This design comes from an exercise in tuning for a short achievable clock period and few clock cycles per item on the open sky130 flow, not from production work. The RTL was checked by simulation tests, not by an equivalence proof against the original design. Power is estimated from default activity; no workload was simulated.

==> flow/design.v <==
package mtmt_pkg;
    typedef logic [31:0] addr_t;
    typedef logic [9:0]  cost_t;
    typedef struct packed {
        cost_t cost;
        addr_t addr;
    } entry_t;
    typedef struct packed {
        logic shift;
        logic wr_en;
    } ring_ctl_t;
    localparam logic [2:0] ACT_LOAD   = 3'd0;
    localparam logic [2:0] ACT_TJOIN  = 3'd1;
    localparam logic [2:0] ACT_RJOIN  = 3'd2;
    localparam logic [2:0] ACT_CJOIN  = 3'd3;
    localparam logic [2:0] ACT_SEG    = 3'd4;
    localparam logic [2:0] ACT_TPRUNE = 3'd5;
    localparam logic [2:0] ACT_CPRUNE = 3'd6;
    localparam logic [2:0] ACT_DATA   = 3'd7;
    localparam logic [2:0] KIND_DONE         = 3'd0;
    localparam logic [2:0] KIND_JOIN_ROOT    = 3'd1;
    localparam logic [2:0] KIND_SEGMENT      = 3'd2;
    localparam logic [2:0] KIND_SEND_VECTOR  = 3'd3;
    localparam logic [2:0] KIND_JOIN_PARENT  = 3'd4;
    localparam logic [2:0] KIND_PRUNE_ROOT   = 3'd5;
    localparam logic [2:0] KIND_PRUNE_PARENT = 3'd6;
    localparam logic [2:0] KIND_FORWARD      = 3'd7;
    localparam logic [1:0] ST_OK      = 2'd0;
    localparam logic [1:0] ST_PRESENT = 2'd1;
    localparam logic [1:0] ST_FULL    = 2'd2;
    localparam logic [1:0] ST_IGNORED = 2'd3;
    localparam logic CFG_OWN_ADDR  = 1'b0;
    localparam logic CFG_ROOT_ADDR = 1'b1;
    localparam cost_t UNKNOWN_COST = 10'd999;
    localparam cost_t COST_MAX     = 10'd1023;
endpackage
module mtmt_cell #(
    parameter int W = 32
) (
    input  logic         clk,
    input  logic         shift,
    input  logic [W-1:0] din,
    output logic [W-1:0] q
);
    logic [W-1:0] q_reg;
    always_ff @(posedge clk)
    begin
        if (shift)
        begin
            q_reg <= din;
        end
    end
    assign q = q_reg;
endmodule
module mtmt_ring
#(
    parameter int W = 32,
    parameter int N = 16
) (
    input  logic         clk,
    input  mtmt_pkg::ring_ctl_t ctl,
    input  logic [W-1:0] wr_data,
    output logic [W-1:0] head
);
    logic [W-1:0] q [N];
    logic [W-1:0] feed;
    assign feed = ctl.wr_en ? wr_data : q[0];
    assign head = q[0];
    for (genvar i = 0; i < N; i++)
    begin : g_cell
        mtmt_cell #(.W(W)) u_cell (
            .clk   (clk),
            .shift (ctl.shift),
            .din   ((i == N - 1) ? feed : q[(i + 1) % N]),
            .q     (q[i])
        );
    end
endmodule
module multicast_tree_member_table_unit
#(
    parameter int MAX_MEMBERS = 16
) (
    input  logic         clk,
    input  logic         rst_n,
    input  logic         s_tvalid,
    output logic         s_tready,
    input  logic [47:0]  s_tdata,    
    input  logic [2:0]   s_tuser,    
    output logic         m_tvalid,
    input  logic         m_tready,
    output logic [111:0] m_tdata,    
    output logic [2:0]   m_tuser,    
    output logic         m_tlast,
    input  logic         cfg_valid,
    output logic         cfg_ready,
    input  logic         cfg_index,
    input  logic [31:0]  cfg_data
);
    localparam int N = MAX_MEMBERS;
    localparam logic [2:0] ACT_LOAD   = 3'd0;
    localparam logic [2:0] ACT_TJOIN  = 3'd1;
    localparam logic [2:0] ACT_RJOIN  = 3'd2;
    localparam logic [2:0] ACT_CJOIN  = 3'd3;
    localparam logic [2:0] ACT_SEG    = 3'd4;
    localparam logic [2:0] ACT_TPRUNE = 3'd5;
    localparam logic [2:0] ACT_CPRUNE = 3'd6;
    localparam logic [2:0] ACT_DATA   = 3'd7;
    localparam logic [2:0] KIND_DONE         = 3'd0;
    localparam logic [2:0] KIND_JOIN_ROOT    = 3'd1;
    localparam logic [2:0] KIND_SEGMENT      = 3'd2;
    localparam logic [2:0] KIND_SEND_VECTOR  = 3'd3;
    localparam logic [2:0] KIND_JOIN_PARENT  = 3'd4;
    localparam logic [2:0] KIND_PRUNE_ROOT   = 3'd5;
    localparam logic [2:0] KIND_PRUNE_PARENT = 3'd6;
    localparam logic [2:0] KIND_FORWARD      = 3'd7;
    localparam logic [1:0] ST_OK      = 2'd0;
    localparam logic [1:0] ST_PRESENT = 2'd1;
    localparam logic [1:0] ST_FULL    = 2'd2;
    localparam logic [1:0] ST_IGNORED = 2'd3;
    localparam logic [9:0] UNKNOWN_COST = 10'd999;
    localparam logic [9:0] COST_MAX     = 10'd1023;
    logic [32*N-1:0] t_addr;                  
    logic [32*N-1:0] c_addr;                  
    logic [10*N-1:0] c_cost;                  
    logic [32*N-1:0] l_addr;                  
    logic [10*N-1:0] l_cost;                  
    logic [N-1:0]    tv, cv, lv;              
    logic [N-1:0]    t_app, c_app, l_app;     
    logic [N-1:0]    t_last, c_last;          
    logic [31:0] own_r, root_r, cur_par_r;
    logic        is_root_r, cp_is_root_r, par_zero_r;
    logic [9:0]  path_r;
    logic        seen_r;
    logic [31:0] seq_r;
    logic        cfg_v_r, cfg_i_r;
    logic [31:0] cfg_d_r;
    assign t_app  = ~tv & {tv[N-2:0], 1'b1};
    assign c_app  = ~cv & {cv[N-2:0], 1'b1};
    assign l_app  = ~lv & {lv[N-2:0], 1'b1};
    assign t_last = tv & ~{1'b0, tv[N-1:1]};
    assign c_last = cv & ~{1'b0, cv[N-1:1]};
    logic        is_v;
    logic [2:0]  is_act;
    logic [31:0] is_a;
    logic [9:0]  is_val;
    logic        m1_v;
    logic [2:0]  m1_act;
    logic [31:0] m1_a;
    logic [9:0]  m1_val;
    logic        m2_v;
    logic [2:0]  m2_act;
    logic [31:0] m2_a;
    logic [9:0]  m2_val;
    logic [N-1:0] m2_eqt, m2_eqc, m2_eql;
    logic        m2_eq_own, m2_eq_root, m2_eq_cp, m2_eq_zero;
    logic        m3_v;
    logic [2:0]  m3_act;
    logic [31:0] m3_a;
    logic [9:0]  m3_val;
    logic [N-1:0] m3_eqt, m3_eqc;
    logic        m3_lk_hit;
    logic [9:0]  m3_lk_cost;
    logic        m3_eq_own, m3_eq_root, m3_eq_cp, m3_eq_zero;
    logic        c_v;
    logic [2:0]  c_act;
    logic [31:0] c_a;
    logic [9:0]  c_val;
    logic [N-1:0] c_eqt, c_eqc;
    logic        c_lk_hit;
    logic [9:0]  c_lk_cost;
    logic [9:0]  c_score;
    logic        c_eq_own, c_eq_root, c_eq_cp, c_eq_zero;
    logic        e_v;
    logic        e_ph_h, e_ph_h2, e_ph_t, e_ph_c, e_ph_c2;
    logic [N-1:0] e_idx, e_cend, e_skip, e_cfirst;
    logic        e_cfe, e_hasc, e_rj, e_data, e_two, e_last;
    logic [2:0]  e_k1, e_k2;
    logic [31:0] e_d1, e_d2, e_s1;
    logic [1:0]  e_st;
    logic        o_v, o_last;
    logic [2:0]  o_kind;
    logic [31:0] o_dest, o_seg, o_seq;
    logic [9:0]  o_cost;
    logic [1:0]  o_st;
    logic        k_v, k_last;
    logic [2:0]  k_kind;
    logic [31:0] k_dest, k_seg, k_seq;
    logic [9:0]  k_cost;
    logic [1:0]  k_st;
    logic e_free, pipe_adv, c_fire, e_adv;
    assign e_adv    = e_v && !k_v;
    assign e_free   = !e_v || (e_last && !k_v);
    assign pipe_adv = !c_v || e_free;
    assign c_fire   = c_v && e_free;
    assign s_tready  = !is_v;
    assign cfg_ready = 1'b1;
    assign m_tvalid  = o_v;
    assign m_tlast   = o_last;
    assign m_tuser   = o_kind;
    assign m_tdata   = {4'd0, o_seq, o_st, o_cost, o_seg, o_dest};
    logic [N-1:0] tm, cm;
    logic         thit, chit, tfull, cfull, lfull;
    logic         is_load, is_tj, is_rj, is_cj, is_seg, is_tp, is_cp, is_data;
    logic         seg_gt, seg_eq, seg_ok;
    logic         t_inc, t_dec, c_inc, c_dec, l_inc;
    logic [1:0]   st_c;
    logic [9:0]   rj_cost;
    logic         prune_out;
    logic [2:0]   cp_kind;
    logic [N-1:0] tw_oh, cw_oh, lw_oh;
    logic         tw_app, cw_app, l_app_ok, seg_commit;
    logic [31:0]  t_move;
    logic [41:0]  c_move;
    always_comb
    begin
        t_move = '0;
        c_move = '0;
        for (int i = 0; i < N; i++)
        begin
            t_move = t_move | (t_addr[32*i +: 32] & {32{t_last[i]}});
            c_move = c_move | ({c_cost[10*i +: 10], c_addr[32*i +: 32]} & {42{c_last[i]}});
        end
    end
    assign is_load = (c_act == ACT_LOAD);
    assign is_tj   = (c_act == ACT_TJOIN);
    assign is_rj   = (c_act == ACT_RJOIN);
    assign is_cj   = (c_act == ACT_CJOIN);
    assign is_seg  = (c_act == ACT_SEG);
    assign is_tp   = (c_act == ACT_TPRUNE);
    assign is_cp   = (c_act == ACT_CPRUNE);
    assign is_data = (c_act == ACT_DATA);
    assign tm    = c_eqt & tv;
    assign cm    = c_eqc & cv;
    assign thit  = |tm;
    assign chit  = |cm;
    assign tfull = tv[N-1];
    assign cfull = cv[N-1];
    assign lfull = lv[N-1];
    assign seg_gt = is_root_r ? (c_score != 10'd0) : (c_score > path_r);
    assign seg_eq = is_root_r ? (c_score == 10'd0) : (c_score == path_r);
    assign seg_ok = !c_eq_own && !seg_gt && !(seg_eq && !c_eq_cp);
    assign t_inc = is_tj && !thit && !tfull;
    assign t_dec = is_tp && thit;
    assign c_inc = (is_cj || (is_rj && is_root_r)) && !chit && !cfull;
    assign c_dec = is_cp && chit;
    assign l_inc = is_load && !lfull;
    assign rj_cost = is_rj ? (c_lk_hit ? c_lk_cost : 10'd1) : 10'd1;
    assign cp_kind = cp_is_root_r ? KIND_PRUNE_ROOT : KIND_PRUNE_PARENT;
    always_comb
    begin
        logic nt0, nc0;
        st_c = ST_OK;
        unique case (c_act)
            ACT_LOAD:  st_c = lfull ? ST_FULL : ST_OK;
            ACT_TJOIN: st_c = thit ? ST_PRESENT : (tfull ? ST_FULL : ST_OK);
            ACT_RJOIN: st_c = !is_root_r ? ST_IGNORED : (chit ? ST_PRESENT : (cfull ? ST_FULL : ST_OK));
            ACT_CJOIN: st_c = chit ? ST_PRESENT : (cfull ? ST_FULL : ST_OK);
            ACT_SEG:   st_c = seg_ok ? ST_OK : ST_IGNORED;
            ACT_TPRUNE: st_c = thit ? ST_OK : ST_IGNORED;
            ACT_CPRUNE: st_c = chit ? ST_OK : ST_IGNORED;
            default:   st_c = ST_OK;
        endcase
        nt0 = is_tp ? (thit ? !tv[1] : !tv[0]) : !tv[0];
        nc0 = is_cp ? (chit ? !cv[1] : !cv[0]) : !cv[0];
        prune_out = nt0 && nc0 && !is_root_r;
    end
    assign tw_oh      = {N{c_fire}} & (is_tj ? t_app : (is_tp ? tm : '0));
    assign cw_oh      = {N{c_fire}} & ((is_cj || is_rj) ? c_app : (is_cp ? cm : '0));
    assign lw_oh      = {N{c_fire && is_load}} & l_app;
    assign tw_app     = is_tj;
    assign cw_app     = is_cj || is_rj;
    assign l_app_ok   = c_fire && l_inc;
    assign seg_commit = c_fire && is_seg && seg_ok;
    logic [N-1:0] m1_eqt, m1_eqc, m1_eql;
    logic [N-1:0] m1_eqt_p, m1_eqc_p, m1_eql_p;
    logic         m1_eq_own, m1_eq_root, m1_eq_cp, m1_eq_zero, m1_eq_ca, m1_eq_cp_p;
    logic [N-1:0] m2_eqt_p, m2_eqc_p;
    logic         m2_eq_ca, m2_eq_cp_p;
    logic [N-1:0] m2_first;
    logic         m2_lk_hit, m2_lk_hit_p;
    logic [9:0]   m2_lk_cost, m2_lk_cost_p;
    logic [N-1:0] m3_eqt_p, m3_eqc_p;
    logic         m3_eq_ca, m3_eq_cp_p, m3_lk_hit_p, m3_lpatch;
    logic [9:0]   m3_lk_cost_p, m3_score, m3_alt, m3_score_p;
    always_comb
    begin
        for (int i = 0; i < N; i++)
        begin
            m1_eqt[i] = (t_addr[32*i +: 32] == m1_a);
            m1_eqc[i] = (c_addr[32*i +: 32] == m1_a);
            m1_eql[i] = (l_addr[32*i +: 32] == m1_a);
        end
    end
    assign m1_eq_own  = (m1_a == own_r);
    assign m1_eq_root = (m1_a == root_r);
    assign m1_eq_cp   = (m1_a == cur_par_r);
    assign m1_eq_zero = (m1_a == 32'd0);
    assign m1_eq_ca   = (m1_a == c_a);
    assign m2_eq_ca   = (m2_a == c_a);
    assign m3_eq_ca   = (m3_a == c_a);
    always_comb
    begin
        for (int i = 0; i < N; i++)
        begin
            m1_eqt_p[i] = tw_oh[i] ? (tw_app ? m1_eq_ca : |(m1_eqt & t_last)) : m1_eqt[i];
            m1_eqc_p[i] = cw_oh[i] ? (cw_app ? m1_eq_ca : |(m1_eqc & c_last)) : m1_eqc[i];
            m1_eql_p[i] = lw_oh[i] ? m1_eq_ca : m1_eql[i];
            m2_eqt_p[i] = tw_oh[i] ? (tw_app ? m2_eq_ca : |(m2_eqt & t_last)) : m2_eqt[i];
            m2_eqc_p[i] = cw_oh[i] ? (cw_app ? m2_eq_ca : |(m2_eqc & c_last)) : m2_eqc[i];
            m3_eqt_p[i] = tw_oh[i] ? (tw_app ? m3_eq_ca : |(m3_eqt & t_last)) : m3_eqt[i];
            m3_eqc_p[i] = cw_oh[i] ? (cw_app ? m3_eq_ca : |(m3_eqc & c_last)) : m3_eqc[i];
        end
    end
    assign m1_eq_cp_p = seg_commit ? (c_eq_zero ? m1_eq_root : m1_eq_ca) : m1_eq_cp;
    assign m2_eq_cp_p = seg_commit ? (c_eq_zero ? m2_eq_root : m2_eq_ca) : m2_eq_cp;
    assign m3_eq_cp_p = seg_commit ? (c_eq_zero ? m3_eq_root : m3_eq_ca) : m3_eq_cp;
    always_comb
    begin
        logic [N-1:0] lm;
        logic         seen_hit;
        lm = m2_eql & lv;
        seen_hit = 1'b0;
        m2_lk_cost = '0;
        for (int i = 0; i < N; i++)
        begin
            m2_first[i] = lm[i] && !seen_hit;
            seen_hit    = seen_hit || lm[i];
            m2_lk_cost  = m2_lk_cost | (l_cost[10*i +: 10] & {10{m2_first[i]}});
        end
        m2_lk_hit = |lm;
    end
    assign m2_lk_hit_p  = m2_lk_hit || (l_app_ok && m2_eq_ca);
    assign m2_lk_cost_p = m2_lk_hit ? m2_lk_cost : c_val;
    always_comb
    begin
        logic [10:0] sum, alt;
        sum = {1'b0, m3_val} + {1'b0, (m3_lk_hit ? m3_lk_cost : UNKNOWN_COST)};
        alt = {1'b0, m3_val} + {1'b0, c_val};
        m3_score = sum[10] ? COST_MAX : sum[9:0];
        m3_alt   = alt[10] ? COST_MAX : alt[9:0];
    end
    assign m3_lpatch    = l_app_ok && m3_eq_ca && !m3_lk_hit;
    assign m3_lk_hit_p  = m3_lk_hit || m3_lpatch;
    assign m3_lk_cost_p = m3_lk_hit ? m3_lk_cost : c_val;
    assign m3_score_p   = m3_lpatch ? m3_alt : m3_score;
    always_ff @(posedge clk or negedge rst_n)
    begin
        if (!rst_n)
        begin
            is_v <= 1'b0;
            m1_v <= 1'b0;
            m2_v <= 1'b0;
            m3_v <= 1'b0;
            c_v  <= 1'b0;
        end
        else
        begin
            if (pipe_adv)
            begin
                m1_v <= is_v || s_tvalid;
                m2_v <= m1_v;
                m3_v <= m2_v;
                c_v  <= m3_v;
                is_v <= 1'b0;
            end
            else if (!is_v)
            begin
                is_v <= s_tvalid;
            end
        end
    end
    always_ff @(posedge clk)
    begin
        if (!is_v)
        begin
            is_act <= s_tuser;
            is_a   <= s_tdata[31:0];
            is_val <= s_tdata[41:32];
        end
        if (pipe_adv)
        begin
            m1_act <= is_v ? is_act : s_tuser;
            m1_a   <= is_v ? is_a : s_tdata[31:0];
            m1_val <= is_v ? is_val : s_tdata[41:32];
            m2_act     <= m1_act;
            m2_a       <= m1_a;
            m2_val     <= m1_val;
            m2_eqt     <= m1_eqt_p;
            m2_eqc     <= m1_eqc_p;
            m2_eql     <= m1_eql_p;
            m2_eq_own  <= m1_eq_own;
            m2_eq_root <= m1_eq_root;
            m2_eq_cp   <= m1_eq_cp_p;
            m2_eq_zero <= m1_eq_zero;
            m3_act     <= m2_act;
            m3_a       <= m2_a;
            m3_val     <= m2_val;
            m3_eqt     <= m2_eqt_p;
            m3_eqc     <= m2_eqc_p;
            m3_lk_hit  <= m2_lk_hit_p;
            m3_lk_cost <= m2_lk_cost_p;
            m3_eq_own  <= m2_eq_own;
            m3_eq_root <= m2_eq_root;
            m3_eq_cp   <= m2_eq_cp_p;
            m3_eq_zero <= m2_eq_zero;
            c_act     <= m3_act;
            c_a       <= m3_a;
            c_val     <= m3_val;
            c_eqt     <= m3_eqt_p;
            c_eqc     <= m3_eqc_p;
            c_lk_hit  <= m3_lk_hit_p;
            c_lk_cost <= m3_lk_cost_p;
            c_score   <= m3_score_p;
            c_eq_own  <= m3_eq_own;
            c_eq_root <= m3_eq_root;
            c_eq_cp   <= m3_eq_cp_p;
            c_eq_zero <= m3_eq_zero;
        end
    end
    always_ff @(posedge clk)
    begin
        for (int i = 0; i < N; i++)
        begin
            if (tw_oh[i])
            begin
                t_addr[32*i +: 32] <= tw_app ? c_a : t_move;
            end
            if (cw_oh[i])
            begin
                c_addr[32*i +: 32] <= cw_app ? c_a : c_move[31:0];
                c_cost[10*i +: 10] <= cw_app ? rj_cost : c_move[41:32];
            end
            if (lw_oh[i])
            begin
                l_addr[32*i +: 32] <= c_a;
                l_cost[10*i +: 10] <= c_val;
            end
        end
    end
    always_ff @(posedge clk or negedge rst_n)
    begin
        if (!rst_n)
        begin
            tv           <= '0;
            cv           <= '0;
            lv           <= '0;
            own_r        <= '0;
            root_r       <= '0;
            cur_par_r    <= '0;
            is_root_r    <= 1'b1;
            cp_is_root_r <= 1'b1;
            par_zero_r   <= 1'b1;
            path_r       <= UNKNOWN_COST;
            seen_r       <= 1'b0;
            seq_r        <= '0;
            cfg_v_r      <= 1'b0;
        end
        else
        begin
            cfg_v_r   <= cfg_valid;
            is_root_r <= (own_r == root_r);
            if (cfg_v_r)
            begin
                if (!cfg_i_r)
                begin
                    own_r <= cfg_d_r;
                end
                else
                begin
                    root_r <= cfg_d_r;
                    if (par_zero_r)
                    begin
                        cur_par_r <= cfg_d_r;
                    end
                end
            end
            if (c_fire)
            begin
                if (t_inc)
                begin
                    tv <= {tv[N-2:0], 1'b1};
                end
                if (t_dec)
                begin
                    tv <= {1'b0, tv[N-1:1]};
                end
                if (c_inc)
                begin
                    cv <= {cv[N-2:0], 1'b1};
                end
                if (c_dec)
                begin
                    cv <= {1'b0, cv[N-1:1]};
                end
                if (l_inc)
                begin
                    lv <= {lv[N-2:0], 1'b1};
                    if (c_eq_root && !seen_r)
                    begin
                        path_r <= c_val;
                        seen_r <= 1'b1;
                    end
                end
                if (is_seg && seg_ok)
                begin
                    path_r     <= c_score;
                    par_zero_r <= c_eq_zero;
                    cur_par_r  <= c_eq_zero ? root_r : c_a;
                end
                if (is_data)
                begin
                    seq_r <= seq_r + 32'd1;
                end
            end
            if (seg_commit)
            begin
                cp_is_root_r <= c_eq_zero || c_eq_root;
            end
            else
            begin
                cp_is_root_r <= (cur_par_r == root_r);
            end
        end
    end
    always_ff @(posedge clk)
    begin
        cfg_i_r <= cfg_index;
        cfg_d_r <= cfg_data;
    end
    logic [31:0] r_t_sel, r_c_sel;
    logic [9:0]  r_c_cost;
    logic [2:0]  r_kind;
    logic [31:0] r_dest, r_seg, r_seq;
    logic [9:0]  r_cost;
    always_comb
    begin
        r_t_sel  = '0;
        r_c_sel  = '0;
        r_c_cost = '0;
        for (int i = 0; i < N; i++)
        begin
            r_t_sel  = r_t_sel  | (t_addr[32*i +: 32] & {32{e_idx[i]}});
            r_c_sel  = r_c_sel  | (c_addr[32*i +: 32] & {32{e_idx[i]}});
            r_c_cost = r_c_cost | (c_cost[10*i +: 10] & {10{e_idx[i]}});
        end
        r_kind = e_ph_h  ? e_k1 :
                 e_ph_h2 ? e_k2 :
                 e_ph_t  ? KIND_FORWARD :
                 e_ph_c  ? (e_rj ? KIND_SEGMENT : KIND_FORWARD) : KIND_SEND_VECTOR;
        r_dest = e_ph_h  ? e_d1 :
                 e_ph_h2 ? e_d2 :
                 e_ph_t  ? r_t_sel :
                 ((e_ph_c && !e_rj) || e_ph_c2) ? r_c_sel : 32'd0;
        r_seg  = e_ph_h ? e_s1 : ((e_ph_c && e_rj) ? r_c_sel : 32'd0);
        r_cost = (e_ph_c && e_rj) ? r_c_cost : 10'd0;
        r_seq  = e_data ? seq_r : 32'd0;
    end
    logic         p_ph_h, p_ph_t, p_ph_c;
    logic [N-1:0] p_idx, p_cend, p_skip, p_cfirst;
    logic         p_cfe, p_hasc, p_rj, p_data, p_two, p_last;
    logic [2:0]   p_k1, p_k2;
    logic [31:0]  p_d1, p_d2, p_s1;
    always_comb
    begin
        logic has_t, has_c;
        p_ph_h   = 1'b1;
        p_ph_t   = 1'b0;
        p_ph_c   = 1'b0;
        p_idx    = {{(N-1){1'b0}}, 1'b1};
        p_skip   = cm;
        p_cfirst = cm[0] ? {{(N-2){1'b0}}, 2'b10} : {{(N-1){1'b0}}, 1'b1};
        p_cend   = |(cm & c_last) ? {1'b0, c_last[N-1:1]} : c_last;
        p_cfe    = |(p_cfirst & p_cend);
        has_t    = tv[0];
        has_c    = cv[0] && !(chit && !cv[1]);
        p_hasc   = has_c;
        p_rj     = 1'b0;
        p_data   = 1'b0;
        p_two    = 1'b0;
        p_last   = 1'b1;
        p_k1     = KIND_DONE;
        p_k2     = cp_kind;
        p_d1     = '0;
        p_d2     = cur_par_r;
        p_s1     = '0;
        unique case (c_act)
            ACT_TJOIN:
            begin
                p_k1 = KIND_JOIN_ROOT;
                p_d1 = root_r;
            end
            ACT_RJOIN:
            begin
                if (is_root_r)
                begin
                    p_k1   = KIND_SEGMENT;
                    p_s1   = own_r;
                    p_rj   = 1'b1;
                    p_last = 1'b0;
                    p_skip = '0;
                    p_cend = c_inc ? c_app : c_last;
                end
            end
            ACT_SEG:
            begin
                if (seg_ok && !c_eq_cp)
                begin
                    p_k1   = KIND_JOIN_PARENT;
                    p_d1   = c_a;
                    p_two  = 1'b1;
                    p_last = 1'b0;
                end
            end
            ACT_TPRUNE, ACT_CPRUNE:
            begin
                if (prune_out)
                begin
                    p_k1 = cp_kind;
                    p_d1 = cur_par_r;
                end
            end
            ACT_DATA:
            begin
                p_data = 1'b1;
                if (has_t)
                begin
                    p_ph_h = 1'b0;
                    p_ph_t = 1'b1;
                    p_last = !tv[1] && !has_c;
                end
                else if (has_c)
                begin
                    p_ph_h = 1'b0;
                    p_ph_c = 1'b1;
                    p_idx  = p_cfirst;
                    p_last = p_cfe;
                end
            end
            default:
            begin
            end
        endcase
    end
    logic [N-1:0] e_cnext, e_tnext;
    logic         e_at_t, e_at_c, e_at_c2;
    assign e_tnext = {e_idx[N-2:0], 1'b0};
    assign e_cnext = |(e_tnext & e_skip) ? {e_idx[N-3:0], 2'b00} : e_tnext;
    assign e_at_t  = |(e_idx & t_last);
    assign e_at_c  = |(e_idx & e_cend);
    assign e_at_c2 = |(e_idx & c_last);
    always_ff @(posedge clk or negedge rst_n)
    begin
        if (!rst_n)
        begin
            e_v <= 1'b0;
        end
        else
        begin
            if (c_fire)
            begin
                e_v <= 1'b1;
            end
            else if (e_adv && e_last)
            begin
                e_v <= 1'b0;
            end
        end
    end
    always_ff @(posedge clk)
    begin
        if (c_fire)
        begin
            e_ph_h   <= p_ph_h;
            e_ph_h2  <= 1'b0;
            e_ph_t   <= p_ph_t;
            e_ph_c   <= p_ph_c;
            e_ph_c2  <= 1'b0;
            e_idx    <= p_idx;
            e_cend   <= p_cend;
            e_skip   <= p_skip;
            e_cfirst <= p_cfirst;
            e_cfe    <= p_cfe;
            e_hasc   <= p_hasc;
            e_rj     <= p_rj;
            e_data   <= p_data;
            e_two    <= p_two;
            e_last   <= p_last;
            e_k1     <= p_k1;
            e_k2     <= p_k2;
            e_d1     <= p_d1;
            e_d2     <= p_d2;
            e_s1     <= p_s1;
            e_st     <= st_c;
        end
        else if (e_adv && !e_last)
        begin
            if (e_ph_h)
            begin
                e_ph_h <= 1'b0;
                if (e_two)
                begin
                    e_ph_h2 <= 1'b1;
                    e_last  <= 1'b1;
                end
                else
                begin
                    e_ph_c <= 1'b1;
                    e_idx  <= {{(N-1){1'b0}}, 1'b1};
                    e_last <= 1'b0;
                end
            end
            else if (e_ph_t)
            begin
                if (e_at_t)
                begin
                    e_ph_t <= 1'b0;
                    e_ph_c <= 1'b1;
                    e_idx  <= e_cfirst;
                    e_last <= e_cfe;
                end
                else
                begin
                    e_idx  <= e_tnext;
                    e_last <= !e_hasc && |(e_tnext & t_last);
                end
            end
            else if (e_ph_c)
            begin
                if (e_at_c)
                begin
                    e_ph_c  <= 1'b0;
                    e_ph_c2 <= 1'b1;
                    e_idx   <= {{(N-1){1'b0}}, 1'b1};
                    e_last  <= c_last[0];
                end
                else
                begin
                    e_idx  <= e_cnext;
                    e_last <= !e_rj && |(e_cnext & e_cend);
                end
            end
            else
            begin
                e_idx  <= e_tnext;
                e_last <= |(e_tnext & c_last);
            end
        end
    end
    logic o_load;
    assign o_load = !o_v || m_tready;
    always_ff @(posedge clk or negedge rst_n)
    begin
        if (!rst_n)
        begin
            o_v <= 1'b0;
            k_v <= 1'b0;
        end
        else
        begin
            if (o_load)
            begin
                o_v <= k_v || e_v;
                k_v <= 1'b0;
            end
            else if (!k_v)
            begin
                k_v <= e_v;
            end
        end
    end
    always_ff @(posedge clk)
    begin
        if (!k_v)
        begin
            k_last <= e_last;
            k_kind <= r_kind;
            k_dest <= r_dest;
            k_seg  <= r_seg;
            k_cost <= r_cost;
            k_st   <= e_st;
            k_seq  <= r_seq;
        end
        if (o_load)
        begin
            o_last <= k_v ? k_last : e_last;
            o_kind <= k_v ? k_kind : r_kind;
            o_dest <= k_v ? k_dest : r_dest;
            o_seg  <= k_v ? k_seg  : r_seg;
            o_cost <= k_v ? k_cost : r_cost;
            o_st   <= k_v ? k_st   : e_st;
            o_seq  <= k_v ? k_seq  : r_seq;
        end
    end
endmodule
==> flow/run.sh <==
#!/bin/bash
# synth_recipe.tcl (not shown) runs the flow's synth.tcl, then flattens the netlist and writes it again
# the make line also repeats each setting of config.mk as NAME=value (left out here)
make -C /OpenROAD-flow-scripts/flow DESIGN_CONFIG=/design/flow/config.mk WORK_HOME=/design/flow/orfs CLKGATE_MAP_FILE= SYNTH_SCRIPT=/design/flow/synth_recipe.tcl finish
==> flow/config.mk <==
export PLATFORM = sky130hd
export DESIGN_NAME = multicast_tree_member_table_unit
export DESIGN_NICKNAME = multicast_tree_member_table_unit
export VERILOG_FILES = /design/flow/design.v
export SDC_FILE = /design/flow/constraint.sdc
export NUM_CORES = 4
export LEC_CHECK = 0
export CAP_MARGIN = 20
export CORE_MARGIN = 2
export CORE_UTILIZATION = 40
export SLEW_MARGIN = 20
==> flow/constraint.sdc <==
create_clock -name core_clock -period 6.0 [get_ports {clk}]
set_input_delay 1.2000 -clock core_clock [delete_from_list [all_inputs] [get_ports {clk}]]
set_output_delay 1.2000 -clock core_clock [all_outputs]
set_load 0.01 [all_outputs]
==> flow_summary.yaml <==
run_status:
  run_status: "finished clean"
pwr:
  swShare: 0.453
  power.internal_mw: 51.8
  max-vdd-ir-drop_v: 0.000526
  power_total_mw: 94.8
  power_density_nw_per_um2: 626
  comb_power_share: 0.442
  seqPwrFrac: 0.347
  power_spent_charging_and_discharging_nets_mw: 43.0
  p_clk_frac: 0.211
  p_leak_nw: 49.4
worst_setup_path:
  setup.worst_path.start_class: "register"
  critical_path.max_fanout: 32
  cp-end-kind: "register"
  path_class: "reg -> reg"
  arrival_ns: 5.57
  worstPathRequired_ns: 6.76
cells_and_area:
  fill_cell_instance_count_of_the_final_layout: 29200
  final_area_um2: 151000
  count_of_placed_standard_cells_in_the_final_layout_fillers_left_out: 14700
  area_delta_synth_final_pct: 13.8
  layout-drive-gt1-share: 0.128
  num-nets-final: 10200
clocking:
  cts.htree.levels: 5
  post_cts_resized: 0
  cts_root_buf: "sky130_fd_sc_hd__clkbuf_16"
  numCtsBuffers: 309
  post_cts_hold_buffer_count: 0
  worst_skew_pair.late_latency_ns: 0.99
  numClockSinks: 2856
  worst_setup_hold_path_clk_slew_ns: 0.06
  postCtsSetupRepairBufs: 0
  cts_tree: "yes"
  clock_path_buffers: 4
logic_synthesis:
  yosys.area.top_type: "sky130_fd_sc_hd__edfxtp_1"
  synth_area_per_cell_um2: 13.5
  synth-warning-count: 1
  ys.flop_type: "sky130_fd_sc_hd__edfxtp_1"
  mappedNetlistArea_um2: 133000
  synth.lib_cells_used.distinct: 89
  synth.area.top_cells: "sky130_fd_sc_hd__edfxtp_1 (56%), sky130_fd_sc_hd__xnor2_1 (7.5%), sky130_fd_sc_hd__a22oi_1 (4.7%)"
  synth-seq-cells: 2856
  synth-edff-count: 2465
  synth_top_area_share: 0.556
  async_reset_ff_frac: 0.0697
  synth.yosys.seq_area_share: 0.623
  postSynthCellCount: 9884
timing:
  maxSlewHeadroom: 0.0811
  rsz_0062_raised_after_global_routing: "false"
  final_hold_viol_count: 0
  setup_violations: 0
  slew_violations: 0
  fmax_mhz: 208
  layout_min_cycle_time_ns: 4.80
  finalCritPeriodShare: 0.801
  finalSetupTns_ns: 0
  worst-slew-pin-transition_ns: 1.37
  finClkSkew_ns: 0.0637
drt:
  number_of_routed_nets_with_antenna_violations: 0
  first_iter_violations: 20100
  route.vias.total: 100000
  drcViolationCount: 0
  detailedRoute.firstPassIterationCount: 9
  route.detailed.vias_per_inst: 6.81
  avgRoutedWirePerCell_um: 43.3
  total_wirelength_of_the_detailed_routed_design_um: 638000
floorplan:
  io-pin-count: 208
  initial_core_util: 0.402
  core_region_area_um2: 331000
  dieWidth_um: 581
  die_h_um: 581
  fp.dieArea_um2: 337000
  fp-row-count: 211
placed_design:
  gp_routability_congestion: 1.11
  placed_cells_incl_taps: 14100
  placedInstanceArea_um2: 141000
  hpwlAfterDp_um: 418000
  port_buffers: 196
global_routing:
  grt_pass1_vias: 94400
  grt_max_degree: 106
  grt_antenna_before_repair: 71
  grt.overflow.total: 0
  grt_use_total: 0.366
  groute.layer.met2.usage: 0.517
  global_route.usage.met3: 0.144
  grt_first_pass_wirelength_um: 845000
  global_route.peak_usage_layer: "met2"
  gr-usage-met1: 0.455
hold_path:
  min_path_type: "in -> async"
run:
  timing.max_cap.violations: 0
-- worst max-delay path, cell delays in order, from the launching register on --
cell and delay [ns]:
sky130_fd_sc_hd__edfxtp_1 0.41, sky130_fd_sc_hd__buf_4 0.35, sky130_fd_sc_hd__xnor2_1 0.66, sky130_fd_sc_hd__nand4_1 0.54
sky130_fd_sc_hd__nor4_1 1.05, sky130_fd_sc_hd__nand2_1 0.46, sky130_fd_sc_hd__o2111ai_1 0.42, sky130_fd_sc_hd__o31ai_4 0.21
sky130_fd_sc_hd__buf_6 0.22, sky130_fd_sc_hd__o31ai_1 0.20
-- synth_stat cells (91+ instances only) --
master / n
sky130_fd_sc_hd__a21oi_1: 214
sky130_fd_sc_hd__a221oi_1: 221
sky130_fd_sc_hd__a22o_1: 222
sky130_fd_sc_hd__a22oi_1: 842
sky130_fd_sc_hd__buf_1: 128
sky130_fd_sc_hd__clkbuf_1: 393
sky130_fd_sc_hd__dfrtp_1: 188
sky130_fd_sc_hd__dfxtp_1: 192
sky130_fd_sc_hd__edfxtp_1: 2465
sky130_fd_sc_hd__inv_1: 91
sky130_fd_sc_hd__mux2_2: 253
sky130_fd_sc_hd__mux2i_1: 112
sky130_fd_sc_hd__nand2_1: 311
sky130_fd_sc_hd__nand3_1: 233
sky130_fd_sc_hd__nand4_1: 473
sky130_fd_sc_hd__nor2_1: 335
sky130_fd_sc_hd__nor4_1: 255
sky130_fd_sc_hd__o21ai_0: 249
sky130_fd_sc_hd__xnor2_1: 1140
sky130_fd_sc_hd__xor2_1: 697
-- cell usage in the layout, fill, tap and decap left out, types with 184 or more instances in the layout --
master / synthesis / final
sky130_fd_sc_hd__nand4_1: 473 / 473
sky130_fd_sc_hd__a21oi_1: 214 / 203
sky130_fd_sc_hd__clkbuf_16: 0 / 317
sky130_fd_sc_hd__buf_4: 19 / 355
sky130_fd_sc_hd__a22oi_1: 842 / 842
sky130_fd_sc_hd__a22o_1: 222 / 222
sky130_fd_sc_hd__xnor2_1: 1140 / 1139
sky130_fd_sc_hd__edfxtp_1: 2465 / 2465
sky130_fd_sc_hd__a221oi_1: 221 / 221
sky130_fd_sc_hd__nand3_1: 233 / 232
sky130_fd_sc_hd__nor4_1: 255 / 250
sky130_fd_sc_hd__clkdlybuf4s50_1: 0 / 195
sky130_fd_sc_hd__nand2_1: 311 / 310
sky130_fd_sc_hd__o21ai_0: 249 / 219
sky130_fd_sc_hd__mux2_2: 253 / 253
sky130_fd_sc_hd__dfxtp_1: 192 / 192
sky130_fd_sc_hd__nor2_1: 335 / 308
sky130_fd_sc_hd__xor2_1: 697 / 695
sky130_fd_sc_hd__dfrtp_1: 188 / 184
-- stage by stage --
step | setup WS (ns) | util | hold WS [ns]
floorplan | 0.866 | - | 0.400
global placement | 1.40 | 0.425 | 0.404
detailed placement | 1.62 | 0.425 | 0.405
CTS | 1.60 | 0.457 | 0.355
global route | 1.33 | 0.458 | 0.414
finish | 1.20 | 0.458 | 0.364
-- final cells by class --
class | count | area [µm²] | area share
Sequential cell | 2856 | 82900 | 0.547
Clock inverter | 163 | 1960 | 0.0129
Inverter | 93 | 359 | 0.00237
Multi-Input combinational cell | 6190 | 46400 | 0.306
Timing Repair Buffer | 617 | 5920 | 0.0391
Clock buffer | 400 | 8430 | 0.0557
Tap cell | 4366 | 5460 | 0.0361
Antenna cell | 43 | 108 | 0.000710
-- power groups by stage --
stage	Combinational, mW	Clock [mW]	Sequential, mW
after floorplan	21.7	0	30.9
after detailed placement	39.2	0	33.1
after CTS	39.3	20.0	32.7
after global placement	38.9	0	33.1
after global routing	41.8	20.8	33.0
final	41.9	20.0	32.9
-- layer usage --
layer | routed length [µm] | vias up
li1 | - | 38400
met1 | 225000 | 50300
met2 | 260000 | 9133
met3 | 95000 | 2411
met4 | 57200 | 56
met5 | 447 | -
-- sequential cells by signal, indices dropped and copies added (netlist names), 160 cells and up --
signal and flops:
c_addr 512, c_cost 160, l_cost 160, t_addr 512
l_addr 512
-- kinds of logic after synthesis --
family	after synthesis	synth area share
AND/OR/NAND/NOR	1943	0.0774
AO/OA/AOI/OAI	1997	0.110
adder cells (fa/ha/maj)	33	0.00322
other	2	0.0000564
XOR/XNOR	1837	0.121
buffers and inverters	841	0.0340
flip-flops	2856	0.623
multiplexers	375	0.0315
-- final timing paths --
check | start | slack (ns) | depth (start not counted) | end
setup / recovery | m1_a[25] | 1.20 | 9 | m2_eqc[3]
hold / removal | rst_n | 0.36 | 1 | cur_par_r[11]
setup reg to reg | m1_a[25] | 1.20 | 9 | m2_eqc[3]
hold reg to reg | m2_val[8] | 0.41 | 0 | m3_val[8]
max in group asynchronous | rst_n | 4.46 | 2 | tv[15]
min in group core_clock | m2_val[8] | 0.41 | 0 | m3_val[8]
Testbench counts, summed over its fixed seeds: cycles 21,862, items 2,624.

## re-timing with driven ports
In the flow no input, the clock included, has a driving cell. The finished layout below was timed again as built, in two steps.
Step 1 assumes that a clkbuf_16 drives the clock port and a buf_2 every other input.
Step 2 moves the port delays by t, midway between the first and last clock arrival at a register: inputs arrive t later, outputs are due t later. That takes back most of the time a late clock gives input paths.
a / b / c = no drivers / after step 1 / after step 2; a / b = the first two.
t, ns: 1.069
slack for setup (ns): 1.196 / 1.196 / 1.196
worst setup path after step 2: register to register
latest minus earliest clock arrival (ns): 0.069 / 0.069
worst register clock-pin slew, ns: 0.07 / 0.07
After both steps this run still meets setup and hold. For this run, drivers alone change the setup slack by 0.000 ns; drivers and shift together by 0.000 ns.
